Background: an optimization exercise with open tools, aiming at small area, a short achievable clock period and few clock cycles per item. Do not read the settings as production practice. Where RTL was checked, it was by simulation tests only, not by an equivalence proof against the original.

==> flow/design.v (excerpt) <==
module dct8_stream #(
    parameter int IN_W        = 8,
    parameter int OUT_W       = 14,
    parameter int LEVEL_SHIFT = 0
) (
    input  logic                    clk,
    input  logic                    rst,
    input  logic                    en,
    input  logic                    in_valid,
    output logic                    in_ready,
    input  logic [IN_W-1:0]         x0,
    input  logic [IN_W-1:0]         x1,
    input  logic [IN_W-1:0]         x2,
    input  logic [IN_W-1:0]         x3,
    input  logic [IN_W-1:0]         x4,
    input  logic [IN_W-1:0]         x5,
    input  logic [IN_W-1:0]         x6,
    input  logic [IN_W-1:0]         x7,
    output logic                    out_valid,
    input  logic                    out_ready,
    output logic signed [OUT_W-1:0] y0,
    output logic signed [OUT_W-1:0] y1,
    output logic signed [OUT_W-1:0] y2,
    output logic signed [OUT_W-1:0] y3,
    output logic signed [OUT_W-1:0] y4,
    output logic signed [OUT_W-1:0] y5,
    output logic signed [OUT_W-1:0] y6,
    output logic signed [OUT_W-1:0] y7
);
==> module dct_addsub, before the edit <==
module dct_addsub #(
    parameter int W   = 9,
    parameter int SUB = 0
) (
    input  logic [W-1:0] a,
    input  logic [W-1:0] b,
    output logic [W:0]   y
);
    localparam int N = W + 1;    
    localparam int L = (N <= 2) ? 1 : (N <= 4) ? 2 : (N <= 8) ? 3 : (N <= 16) ? 4 : 5;
    logic [W-1:0] be;
    logic [N-1:0] g [L+1];
    logic [N-1:0] p [L+1];
    logic [W-1:0] x;
    assign be   = (SUB != 0) ? ~b : b;
    assign x    = a ^ be;
    assign g[0] = {a & be, (SUB != 0) ? 1'b1 : 1'b0};
    assign p[0] = {x, 1'b0};
    for (genvar l = 0; l < L; l++) begin : g_lvl
        for (genvar i = 0; i < N; i++) begin : g_bit
            if (((i >> l) & 1) == 1) begin : g_op
                localparam int J = ((i >> l) << l) - 1;
                assign g[l+1][i] = g[l][i] | (p[l][i] & g[l][J]);
                assign p[l+1][i] = p[l][i] & p[l][J];
            end else begin : g_pass
                assign g[l+1][i] = g[l][i];
                assign p[l+1][i] = p[l][i];
            end
        end
    end
    assign y[W-1:0] = x ^ g[L][W-1:0];
    assign y[W]     = (SUB != 0) ? ~g[L][W] : g[L][W];
endmodule
clock: 12.0 ns
lec_check: 0
cap_margin: 20
core_margin: 2
core_utilization: 50
slew_margin: 20
synth_hierarchical: 1
standard.sh (not shown) runs the stock make flow with config.mk's settings and CLKGATE_MAP_FILE= SYNTH_SCRIPT=/design/flow/synth_recipe.tcl, a recipe that flattens the netlist after the stock synthesis.
==> flow/flow/run.sh <==
#!/bin/bash
# Standard ORFS layout, with repair_timing aiming below the clock period and
# plain buffers on the ports.
set -euo pipefail
bash standard.sh SETUP_SLACK_MARGIN=7.7 "BUFFER_PORTS_ARGS=-buffer_cell sky130_fd_sc_hd__buf_2" finish > standard_flow.log 2>&1
The first run completed with no timing, DRC or antenna violations.
Edit:
--- a/flow/design.v
+++ b/flow/design.v
@@ -2731,32 +2731,13 @@
     input  logic [W-1:0] a,
     input  logic [W-1:0] b,
     output logic [W:0]   y
 );
-    localparam int N = W + 1;    
-    localparam int L = (N <= 2) ? 1 : (N <= 4) ? 2 : (N <= 8) ? 3 : (N <= 16) ? 4 : 5;
-    logic [W-1:0] be;
-    logic [N-1:0] g [L+1];
-    logic [N-1:0] p [L+1];
-    logic [W-1:0] x;
-    assign be   = (SUB != 0) ? ~b : b;
-    assign x    = a ^ be;
-    assign g[0] = {a & be, (SUB != 0) ? 1'b1 : 1'b0};
-    assign p[0] = {x, 1'b0};
-    for (genvar l = 0; l < L; l++) begin : g_lvl
-        for (genvar i = 0; i < N; i++) begin : g_bit
-            if (((i >> l) & 1) == 1) begin : g_op
-                localparam int J = ((i >> l) << l) - 1;
-                assign g[l+1][i] = g[l][i] | (p[l][i] & g[l][J]);
-                assign p[l+1][i] = p[l][i] & p[l][J];
-            end else begin : g_pass
-                assign g[l+1][i] = g[l][i];
-                assign p[l+1][i] = p[l][i];
-            end
-        end
+    if (SUB != 0) begin : g_sub
+        assign y = {1'b0, a} - {1'b0, b};
+    end else begin : g_add
+        assign y = {1'b0, a} + {1'b0, b};
     end
-    assign y[W-1:0] = x ^ g[L][W-1:0];
-    assign y[W]     = (SUB != 0) ? ~g[L][W] : g[L][W];
 endmodule
 module dct_carry #(
     parameter int         W  = 8,
     parameter logic [W-1:0] IA = '0,
Worst setup slack gains 0.29 ns.
Global-route usage drops by 0.66 points.
Register-to-register slack gains 0.29 ns.
Final area climbs by about 1.1%.
Synthesized area climbs by about 1%.
Worst hold slack loses 0.010 ns.
First-iteration DRC count drops by about 1.4%.
Wire length barely changes.
Via count climbs by 2.8%.
Testbench counts after the change, summed over its fixed seeds: cycles 1,040, items 1,024.
Function not checked in the first run of this note: the RTL went through the layout flow alone.

* * *

Setup of build 21:
dct8_stream, a different RTL version from the one above (not shown whole).
For scale: about 270 flip-flops, ~180 I/O pins.
clock: 12.0 ns
lec_check: 0
abc_area: 1
cap_margin: 20
core_margin: 2
core_utilization: 50
slew_margin: 20
synth_hierarchical: 1
==> flow/flow/run.sh <==
#!/bin/bash
# Standard ORFS layout, with repair_timing aiming below the clock period and
# plain buffers on the ports.
set -euo pipefail
bash standard.sh SETUP_SLACK_MARGIN=7.6 "BUFFER_PORTS_ARGS=-buffer_cell sky130_fd_sc_hd__buf_2" finish > standard_flow.log 2>&1
Testbench counts of build 21, summed over its fixed seeds: cycles 1,040, items 1,024.
### build 21 -> build 8
--- a/flow/design.v
+++ b/flow/design.v
@@ -69,48 +69,37 @@
         for (int i = 0; i < 8; i++) xm[i] = sv ? sk[i] : xin[i];
     logic [8:0] a_n [4];
     logic [8:0] b_n [4];
     for (genvar i = 0; i < 4; i++) begin : g_bfly
         dct_addsub #(.W(8), .SUB(0)) ua (.a(xm[i]), .b(xm[7-i]), .y(a_n[i]));
         dct_addsub #(.W(8), .SUB(1)) ub (.a(xm[i]), .b(xm[7-i]), .y(b_n[i]));
     end
     logic [8:0] ss_n, sc_n, es_n, ec_n;
     for (genvar j = 0; j < 9; j++) begin : g_l1
         dct_fa us (.a(a_n[0][j]), .b(a_n[1][j]), .c(a_n[2][j]), .s(ss_n[j]), .co(sc_n[j]));
         dct_fa ue (.a(a_n[1][j]), .b(a_n[2][j]), .c(~a_n[0][j]), .s(es_n[j]), .co(ec_n[j]));
     end
-    logic [4:0] dl0_n, dl1_n;
-    logic       dc0_n, dc1_n;
-    dct_subl ul0 (.a(a_n[0][4:0]), .b(a_n[3][4:0]), .y(dl0_n), .co(dc0_n));
-    dct_subl ul1 (.a(a_n[1][4:0]), .b(a_n[2][4:0]), .y(dl1_n), .co(dc1_n));
     logic [8:0] ss_r, sc_r, es_r, ec_r;
-    logic [8:0] a3_r;
-    logic [3:0] a0h_r, a1h_r, a2h_r;
-    logic [4:0] dl0_r, dl1_r;
-    logic       dc0_r, dc1_r;
+    logic [8:0] a0_r, a1_r, a2_r, a3_r;
     logic [8:0] b0_r, b1_r, b2_r, b3_r;
     always_ff @(posedge clk) begin
         if (en & r2) begin
             ss_r <= ss_n;
             sc_r <= sc_n;
             es_r <= es_n;
             ec_r <= ec_n;
-            a0h_r <= a_n[0][8:5];
-            a1h_r <= a_n[1][8:5];
-            a2h_r <= a_n[2][8:5];
-            a3_r  <= a_n[3];
-            dl0_r <= dl0_n;
-            dl1_r <= dl1_n;
-            dc0_r <= dc0_n;
-            dc1_r <= dc1_n;
+            a0_r <= a_n[0];
+            a1_r <= a_n[1];
+            a2_r <= a_n[2];
+            a3_r <= a_n[3];
             b0_r <= b_n[0];
             b1_r <= b_n[1];
             b2_r <= b_n[2];
             b3_r <= b_n[3];
         end
     end
     logic [9:0] yv [8];
     logic s1;
     logic c2;
     logic s3;
     logic c4;
     logic s5;
@@ -1770,28 +1759,26 @@
     dct_fa us11 (.a(ss_r[6]), .b(sc_r[5]), .c(a3_r[6]), .s(s11), .co(c12));
     dct_fa us13 (.a(ss_r[7]), .b(sc_r[6]), .c(a3_r[7]), .s(s13), .co(c14));
     dct_fa us15 (.a(ss_r[8]), .b(sc_r[7]), .c(a3_r[8]), .s(s15), .co(c16));
     assign s17 = es_r[1] ^ ec_r[0];
     assign c18 = es_r[1] | ec_r[0];
     dct_fa us19 (.a(es_r[2]), .b(ec_r[1]), .c(~a3_r[2]), .s(s19), .co(c20));
     dct_fa us21 (.a(es_r[3]), .b(ec_r[2]), .c(~a3_r[3]), .s(s21), .co(c22));
     dct_fa us23 (.a(es_r[4]), .b(ec_r[3]), .c(~a3_r[4]), .s(s23), .co(c24));
     dct_fa us25 (.a(es_r[5]), .b(ec_r[4]), .c(~a3_r[5]), .s(s25), .co(c26));
     dct_fa us27 (.a(es_r[6]), .b(ec_r[5]), .c(~a3_r[6]), .s(s27), .co(c28));
     dct_fa us29 (.a(es_r[7]), .b(ec_r[6]), .c(~a3_r[7]), .s(s29), .co(c30));
     dct_fa us31 (.a(es_r[8]), .b(ec_r[7]), .c(~a3_r[8]), .s(s31), .co(c32));
-    dct_subh ud0 (.a(a0h_r), .b(a3_r[8:5]), .ci(dc0_r), .y(d0[9:5]));
-    dct_subh ud1 (.a(a1h_r), .b(a2h_r), .ci(dc1_r), .y(d1[9:5]));
-    assign d0[4:0] = dl0_r;
-    assign d1[4:0] = dl1_r;
+    dct_addsub #(.W(9), .SUB(1)) ud0 (.a(a0_r), .b(a3_r), .y(d0));
+    dct_addsub #(.W(9), .SUB(1)) ud1 (.a(a1_r), .b(a2_r), .y(d1));
     dct_fa us33 (.a(~a3_r[0]), .b(a3_r[1]), .c(ss_r[0]), .s(s33), .co(c34));
     dct_fa us35 (.a(sc_r[8]), .b(a3_r[1]), .c(ss_r[0]), .s(s35), .co(c36));
     dct_ha us37 (.a(s1), .b(c16), .s(s37), .co(c38));
     dct_ha us39 (.a(c2), .b(c14), .s(s39), .co(c40));
     dct_fa us41 (.a(ss_r[0]), .b(a3_r[0]), .c(a3_r[1]), .s(s41), .co(c42));
     dct_ha us43 (.a(c10), .b(c6), .s(s43), .co(c44));
     dct_fa us45 (.a(a3_r[1]), .b(c12), .c(c8), .s(s45), .co(c46));
     dct_fa us47 (.a(s1), .b(c4), .c(s5), .s(s47), .co(c48));
     dct_fa us49 (.a(c14), .b(c10), .c(s15), .s(s49), .co(c50));
     dct_fa us51 (.a(c2), .b(c6), .c(s7), .s(s51), .co(c52));
     assign s53 = s3 ^ s33;
     assign c54 = s3 | s33;
@@ -2828,30 +2815,12 @@
     logic       ch;
     logic [4:0] p0, p1;    
     assign p0[0] = 1'b1;
     assign p1[0] = 1'b1;
     for (genvar j = 1; j < 5; j++) begin : g_p
         assign p0[j] = &u0[j-1:0];
         assign p1[j] = &u1[j-1:0];
     end
     assign ch     = c5 | (cl & (&u0));
     assign y[4:0] = u0 ^ ({5{cl}} & p0);
     assign y[9:5] = u1 ^ ({5{ch}} & p1);
 endmodule
-module dct_subl (
-    input  logic [4:0] a,
-    input  logic [4:0] b,
-    output logic [4:0] y,
-    output logic       co
-);
-    assign {co, y} = {1'b0, a} + {1'b0, ~b} + 6'd1;
-endmodule
-module dct_subh (
-    input  logic [3:0] a,
-    input  logic [3:0] b,
-    input  logic       ci,
-    output logic [4:0] y
-);
-    logic [4:0] t;
-    assign t = {1'b0, a} + {1'b0, ~b} + {4'd0, ci};
-    assign y = {~t[4], t[3:0]};
-endmodule
==> run notes <==
- The higher adder and majority gate portion of the synthesized area came out of build 21.
- Ratio of final minimum period to clock period (lower): build 21
- STATUS worst hold margin: build 8 wins against build 21
- Compared with build 21, build 8 improves first-pass GRT wire length.
- Cell count after synthesis: build 8 vs build 21 up about 2.2%
- In build 8, met2 layer usage reported by global route is lower than in build 21.
- Length of routed wiring on met1 for build 8: 3.7% up relative to build 21
- Ff count | build 8 vs build 21 | build 8 higher
- Compared with build 21, in build 8 number of non-filler instances in the completed layout climbed 133; utilization after layout climbed 1.3 points; number of clock buffers in the layout dropped 13%.
Testbench counts of build 8, summed over its fixed seeds: cycles 1,040, items 1,024.

## port drivers added, routing unchanged
The flow's constraints put no driver on any port. The routed layouts listed below were extracted and timed again, unchanged, in two steps.
Step 1: set_driving_cell puts a clkbuf_16 on clk and a buf_2 on each other input, an assumption about the parent block.
Step 2 moves the port delays by t, midway between the first and last clock arrival at a register: inputs arrive t later, outputs are due t later. That takes back most of the time a late clock gives input paths.
Slacks: no drivers / after step 1 / after step 2; pairs: no drivers / after step 1.
run | shift t [ns] | setup slack, ns | latest minus earliest clock arrival (ns) | pins driven straight from the clock port
the first run of note 1 | 0.629 | 7.035 / 7.035 / 7.030 | 0.023 / 0.023 | 1
the second run of note 1 | 0.627 | 7.327 / 7.327 / 7.115 | 0.030 / 0.031 | 1
build 21 | 0.622 | 7.683 / 7.623 / 7.167 | 0.040 / 0.040 | 1
build 8 | 0.635 | 7.531 / 7.531 / 7.262 | 0.051 / 0.051 | 1
After both steps every run listed still meets setup and hold. The setup slack of build 21, which loses most, moves by -0.060 ns with the drivers and by -0.516 ns with both steps.
